What follows belongs to an exercise in optimizing a design on an open flow for small area, a short achievable clock period and few clock cycles per item; a production flow would make more cautious choices. Power is estimated from default activity; no workload was simulated.

rev 12:
// mac_stream_seq
module mac_stream_seq (
  input  logic        clk,
  input  logic        rst,
  input  logic        in_valid,
  output logic        in_ready,
  input  logic [15:0] in_data,
  input  logic [15:0] in_weight,
  input  logic [15:0] bias,
  output logic        out_valid,
  input  logic        out_ready,
  output logic [15:0] out_res
);
Size: about 150 flip-flops, roughly 70 I/O pins, roughly 10000 sq um of cells after synthesis.
==> module mac_stream_seq, before the edit <==
module mac_stream_seq (
  input  logic        clk,
  input  logic        rst,
  input  logic        in_valid,
  output logic        in_ready,
  input  logic [15:0] in_data,
  input  logic [15:0] in_weight,
  input  logic [15:0] bias,
  output logic        out_valid,
  input  logic        out_ready,
  output logic [15:0] out_res
);
  localparam int LEN  = 48;
  localparam int HI_W = 6;     
  logic [5:0]         cnt_q;
  logic               rdy_q;
  logic               arm_q;             
  logic               owe_q;             
  logic               f0_q, l0_q;
  logic [15:0]        a0_q, b_q;
  logic [7:0]         one0_q, two0_q, neg0_q;
  logic               f1_q, l1_q;
  logic [15:0]        s1_q, c1_q;
  logic               cl1_q;
  logic [15:0]        s_d, c_d;
  logic               cl_d;
  logic               f2_q, l2_q;
  logic [15:0]        lo_q;
  logic [2:0]         dlt_q;             
  logic [HI_W-1:0]    hi_q;
  logic               ov_q;
  logic [15:0]        res_q;
  logic        accept, first_in, last_in, inc, owe_d, last_d;
  logic [15:0] sat_res;
  logic [16:0] wx;
  logic [7:0]  one_d, two_d, neg_d;
  assign first_in = (cnt_q == 6'd0);
  assign last_in  = (cnt_q == 6'(LEN - 1));
  assign accept   = in_valid && rdy_q;
  assign inc      = accept && last_in;
  assign owe_d    = inc || (owe_q && !(ov_q && out_ready));
  assign last_d   = accept ? (cnt_q == 6'(LEN - 2)) : last_in;
  assign wx = {in_weight, 1'b0};
  always_comb begin
    for (int i = 0; i < 8; i++) begin
      one_d[i] = wx[2*i+1] ^ wx[2*i];
      two_d[i] = (wx[2*i+2] & ~wx[2*i+1] & ~wx[2*i]) | (~wx[2*i+2] & wx[2*i+1] & wx[2*i]);
      neg_d[i] = wx[2*i+2];
    end
  end
  mult u_mult (
    .a_i    (a0_q),
    .one_i  (one0_q),
    .two_i  (two0_q),
    .neg_i  (neg0_q),
    .s_o    (s_d),
    .c_o    (c_d),
    .c_lo_o (cl_d)
  );
  logic [15:0] lo_base, cs_s, cs_c, lo_s, lo_co, t_s, t_co;
  logic [1:0]  up, dn;
  assign lo_base = f1_q ? b_q : lo_q;
  assign cs_s    = lo_base ^ s1_q ^ c1_q;
  assign cs_c    = (lo_base & s1_q) | (lo_base & c1_q) | (s1_q & c1_q);
  bk_add #(.W(16)) u_lo (.a(cs_s), .b({cs_c[14:0], 1'b0}), .ci(cl1_q), .s(lo_s), .co(lo_co));
  bk_add #(.W(16)) u_t (.a(s1_q), .b(c1_q), .ci(cl1_q), .s(t_s), .co(t_co));
  assign up = {1'b0, cs_c[15]} + {1'b0, lo_co[15]};
  assign dn = {1'b0, t_co[15]} + {1'b0, t_s[15]};
  logic [HI_W-1:0] hi_base, hi_d;
  assign hi_base = f2_q ? {HI_W{b_q[15]}} : hi_q;
  assign hi_d    = hi_base + {{(HI_W-3){dlt_q[2]}}, dlt_q};
  always_comb begin
    if ({hi_d, lo_q[15]} != {(HI_W+1){hi_d[HI_W-1]}})
      sat_res = hi_d[HI_W-1] ? 16'h8000 : 16'h7FFF;
    else
      sat_res = lo_q;
  end
  always_ff @(posedge clk) begin
    a0_q   <= accept ? in_data : 16'd0;    
    one0_q <= one_d;
    two0_q <= two_d;
    neg0_q <= neg_d;
    if (arm_q) b_q <= bias;
    s1_q   <= s_d;
    c1_q   <= c_d;
    cl1_q  <= cl_d;
    lo_q   <= lo_s;
    dlt_q  <= {1'b0, up} - {1'b0, dn};
    hi_q   <= hi_d;
    if (l2_q) res_q <= sat_res;
  end
  always_ff @(posedge clk) begin
    if (rst) begin
      cnt_q <= '0;
      rdy_q <= 1'b1;
      arm_q <= 1'b1;
      owe_q <= 1'b0;
      f0_q  <= 1'b0;
      l0_q  <= 1'b0;
      f1_q  <= 1'b0;
      l1_q  <= 1'b0;
      f2_q  <= 1'b0;
      l2_q  <= 1'b0;
      ov_q  <= 1'b0;
    end else begin
      if (accept) cnt_q <= last_in ? 6'd0 : cnt_q + 6'd1;
      owe_q <= owe_d;
      rdy_q <= !(owe_d && last_d);
      arm_q <= accept ? last_in : first_in;
      f0_q  <= accept && first_in;
      l0_q  <= inc;
      f1_q  <= f0_q;
      l1_q  <= l0_q;
      f2_q  <= f1_q;
      l2_q  <= l1_q;
      ov_q  <= l2_q || (ov_q && !out_ready);
    end
  end
  assign in_ready  = rdy_q;
  assign out_valid = ov_q;
  assign out_res   = res_q;
endmodule
==> flow/config.mk <==
export PLATFORM = sky130hd
export DESIGN_NAME = mac_stream_seq
export DESIGN_NICKNAME = mac_stream_seq
export VERILOG_FILES = /design/flow/design.v
export SDC_FILE = /design/flow/constraint.sdc
export NUM_CORES = 4
export LEC_CHECK = 0
export CAP_MARGIN = 20
export CORE_MARGIN = 2
export CORE_UTILIZATION = 40
export CTS_BUF_LIST = sky130_fd_sc_hd__clkbuf_4 sky130_fd_sc_hd__clkbuf_8
export SLEW_MARGIN = 20
==> flow/constraint.sdc <==
create_clock -name core_clock -period 10.0 [get_ports {clk}]
set_input_delay 2.0000 -clock core_clock [delete_from_list [all_inputs] [get_ports {clk}]]
set_output_delay 2.0000 -clock core_clock [all_outputs]
set_load 0.01 [all_outputs]
standard.sh (not shown) runs the stock make flow with config.mk's settings and CLKGATE_MAP_FILE= SYNTH_SCRIPT=/design/flow/synth_recipe.tcl, a recipe that flattens the netlist after the stock synthesis.
==> flow/flow/run.sh <==
#!/bin/bash
# Standard synthesis, then the standard layout with: port buffers of a fixed small cell type,
# and repair_timing aiming below the clock period (a larger setup slack margin).
set -euo pipefail
bash standard.sh synth > synth.log 2>&1
bash standard.sh SETUP_SLACK_MARGIN=6.8 'BUFFER_PORTS_ARGS=-buffer_cell sky130_fd_sc_hd__buf_2' finish > layout.log 2>&1
[inputs] rev 13 vs rev 12
diff --git a/flow/design.v b/flow/design.v
--- a/flow/design.v
+++ b/flow/design.v
@@ -388,8 +388,8 @@
   input  logic        out_ready,
   output logic [15:0] out_res
 );
-  localparam int LEN  = 48;
-  localparam int HI_W = 6;     
+  localparam int LEN   = 48;
+  localparam int ACC_W = 22;
   logic [5:0]         cnt_q;
   logic               rdy_q;
   logic               arm_q;             
@@ -402,13 +402,15 @@
   logic               cl1_q;
   logic [15:0]        s_d, c_d;
   logic               cl_d;
-  logic               f2_q, l2_q;
-  logic [15:0]        lo_q;
-  logic [2:0]         dlt_q;             
-  logic [HI_W-1:0]    hi_q;
+  logic [ACC_W-1:0]   acc_q;
+  logic               l2_q;
   logic               ov_q;
   logic [15:0]        res_q;
   logic        accept, first_in, last_in, inc, owe_d, last_d;
+  logic [ACC_W-1:0] base;
+  logic [17:0] lo_sum;
+  logic [16:0] pr_sum;
+  logic [5:0]  hi_sum;
   logic [15:0] sat_res;
   logic [16:0] wx;
   logic [7:0]  one_d, two_d, neg_d;
@@ -435,23 +437,24 @@
     .c_o    (c_d),
     .c_lo_o (cl_d)
   );
-  logic [15:0] lo_base, cs_s, cs_c, lo_s, lo_co, t_s, t_co;
-  logic [1:0]  up, dn;
-  assign lo_base = f1_q ? b_q : lo_q;
-  assign cs_s    = lo_base ^ s1_q ^ c1_q;
-  assign cs_c    = (lo_base & s1_q) | (lo_base & c1_q) | (s1_q & c1_q);
+  assign base   = f1_q ? {{(ACC_W-16){b_q[15]}}, b_q} : acc_q;
+  logic [15:0] cs_s, cs_c, lo_s, lo_co, pr_s, pr_co;
+  assign cs_s = base[15:0] ^ s1_q ^ c1_q;
+  assign cs_c = (base[15:0] & s1_q) | (base[15:0] & c1_q) | (s1_q & c1_q);
   bk_add #(.W(16)) u_lo (.a(cs_s), .b({cs_c[14:0], 1'b0}), .ci(cl1_q), .s(lo_s), .co(lo_co));
-  bk_add #(.W(16)) u_t (.a(s1_q), .b(c1_q), .ci(cl1_q), .s(t_s), .co(t_co));
-  assign up = {1'b0, cs_c[15]} + {1'b0, lo_co[15]};
-  assign dn = {1'b0, t_co[15]} + {1'b0, t_s[15]};
-  logic [HI_W-1:0] hi_base, hi_d;
-  assign hi_base = f2_q ? {HI_W{b_q[15]}} : hi_q;
-  assign hi_d    = hi_base + {{(HI_W-3){dlt_q[2]}}, dlt_q};
+  bk_add #(.W(16)) u_pr (.a(s1_q), .b(c1_q), .ci(cl1_q), .s(pr_s), .co(pr_co));
+  assign lo_sum = {1'b0, lo_co[15], lo_s} + {1'b0, cs_c[15], 16'd0};
+  assign pr_sum = {pr_co[15], pr_s};
+  logic [5:0] hi_off, hi0, hi1;
+  assign hi_off = {5'd0, cs_c[15]} - {5'd0, pr_sum[16]} - {5'd0, pr_sum[15]};
+  assign hi0    = base[ACC_W-1:16] + hi_off;
+  assign hi1    = base[ACC_W-1:16] + hi_off + 6'd1;
+  assign hi_sum = lo_co[15] ? hi1 : hi0;
   always_comb begin
-    if ({hi_d, lo_q[15]} != {(HI_W+1){hi_d[HI_W-1]}})
-      sat_res = hi_d[HI_W-1] ? 16'h8000 : 16'h7FFF;
+    if (acc_q[ACC_W-1:15] != {(ACC_W-15){acc_q[ACC_W-1]}})
+      sat_res = acc_q[ACC_W-1] ? 16'h8000 : 16'h7FFF;
     else
-      sat_res = lo_q;
+      sat_res = acc_q[15:0];
   end
   always_ff @(posedge clk) begin
     a0_q   <= accept ? in_data : 16'd0;    
@@ -462,9 +465,7 @@
     s1_q   <= s_d;
     c1_q   <= c_d;
     cl1_q  <= cl_d;
-    lo_q   <= lo_s;
-    dlt_q  <= {1'b0, up} - {1'b0, dn};
-    hi_q   <= hi_d;
+    acc_q  <= {hi_sum, lo_sum[15:0]};
     if (l2_q) res_q <= sat_res;
   end
   always_ff @(posedge clk) begin
@@ -477,7 +478,6 @@
       l0_q  <= 1'b0;
       f1_q  <= 1'b0;
       l1_q  <= 1'b0;
-      f2_q  <= 1'b0;
       l2_q  <= 1'b0;
       ov_q  <= 1'b0;
     end else begin
@@ -489,7 +489,6 @@
       l0_q  <= inc;
       f1_q  <= f0_q;
       l1_q  <= l0_q;
-      f2_q  <= f1_q;
       l2_q  <= l1_q;
       ov_q  <= l2_q || (ov_q && !out_ready);
     end
--- outcome ---
- Compared with rev 12, in rev 13 multi-input combinational area share now smaller; longest individual stage delay on the worst path now larger; length of the first detailed-routing pass in iterations now smaller; simple-gate area share of the yosys netlist now larger.
- Rev 13 against rev 12: clock power higher, total core area roughly the same.
- In the reports for rev 13 and rev 12, the smaller utilization belongs to rev 12.
- Compared to rev 12, the router laid down more metal wire for rev 13.
- Going from rev 12 to rev 13, share of the cycle needed by the critical path after routing shows an increase of 1.3 points, met3 usage saw a decrease.
- In rev 13, average size of a mapped cell is lower than in rev 12.
- The final layout from rev 13, which completed every stage, passed the timing, design-rule and antenna checks at the end of the flow.
No run of this note included a check of the RTL's function; only the layout flow was run.

what the ideal ports hide:
The results above use ideal ports. As a check the final layouts listed here were re-extracted and re-timed, cells and wires unchanged. Step 1 assumes that a clkbuf_16 drives the clock port and a buf_2 every other input. Step 2 adds t to the input delays and takes it off the output delays; t is the mean of the earliest and latest rising clock arrival at the registers after step 1. Input paths then give back, and output paths get back, about the clock's delay inside the block. a / b / c = ideal ports / drivers / drivers and shift; a / b = the first two.
| run | t, ns | slack for setup (ns) | hold slack, ns | latest minus earliest clock arrival (ns) |
|---|---|---|---|---|
| rev 12 | 0.504 | 6.605 / 6.605 / 6.605 | 0.446 / 0.446 / 0.446 | 0.025 / 0.025 |
| rev 13 | 0.502 | 6.476 / 6.476 / 6.476 | 0.430 / 0.430 / 0.430 | 0.016 / 0.015 |
After both steps setup and hold are still met in every run listed.
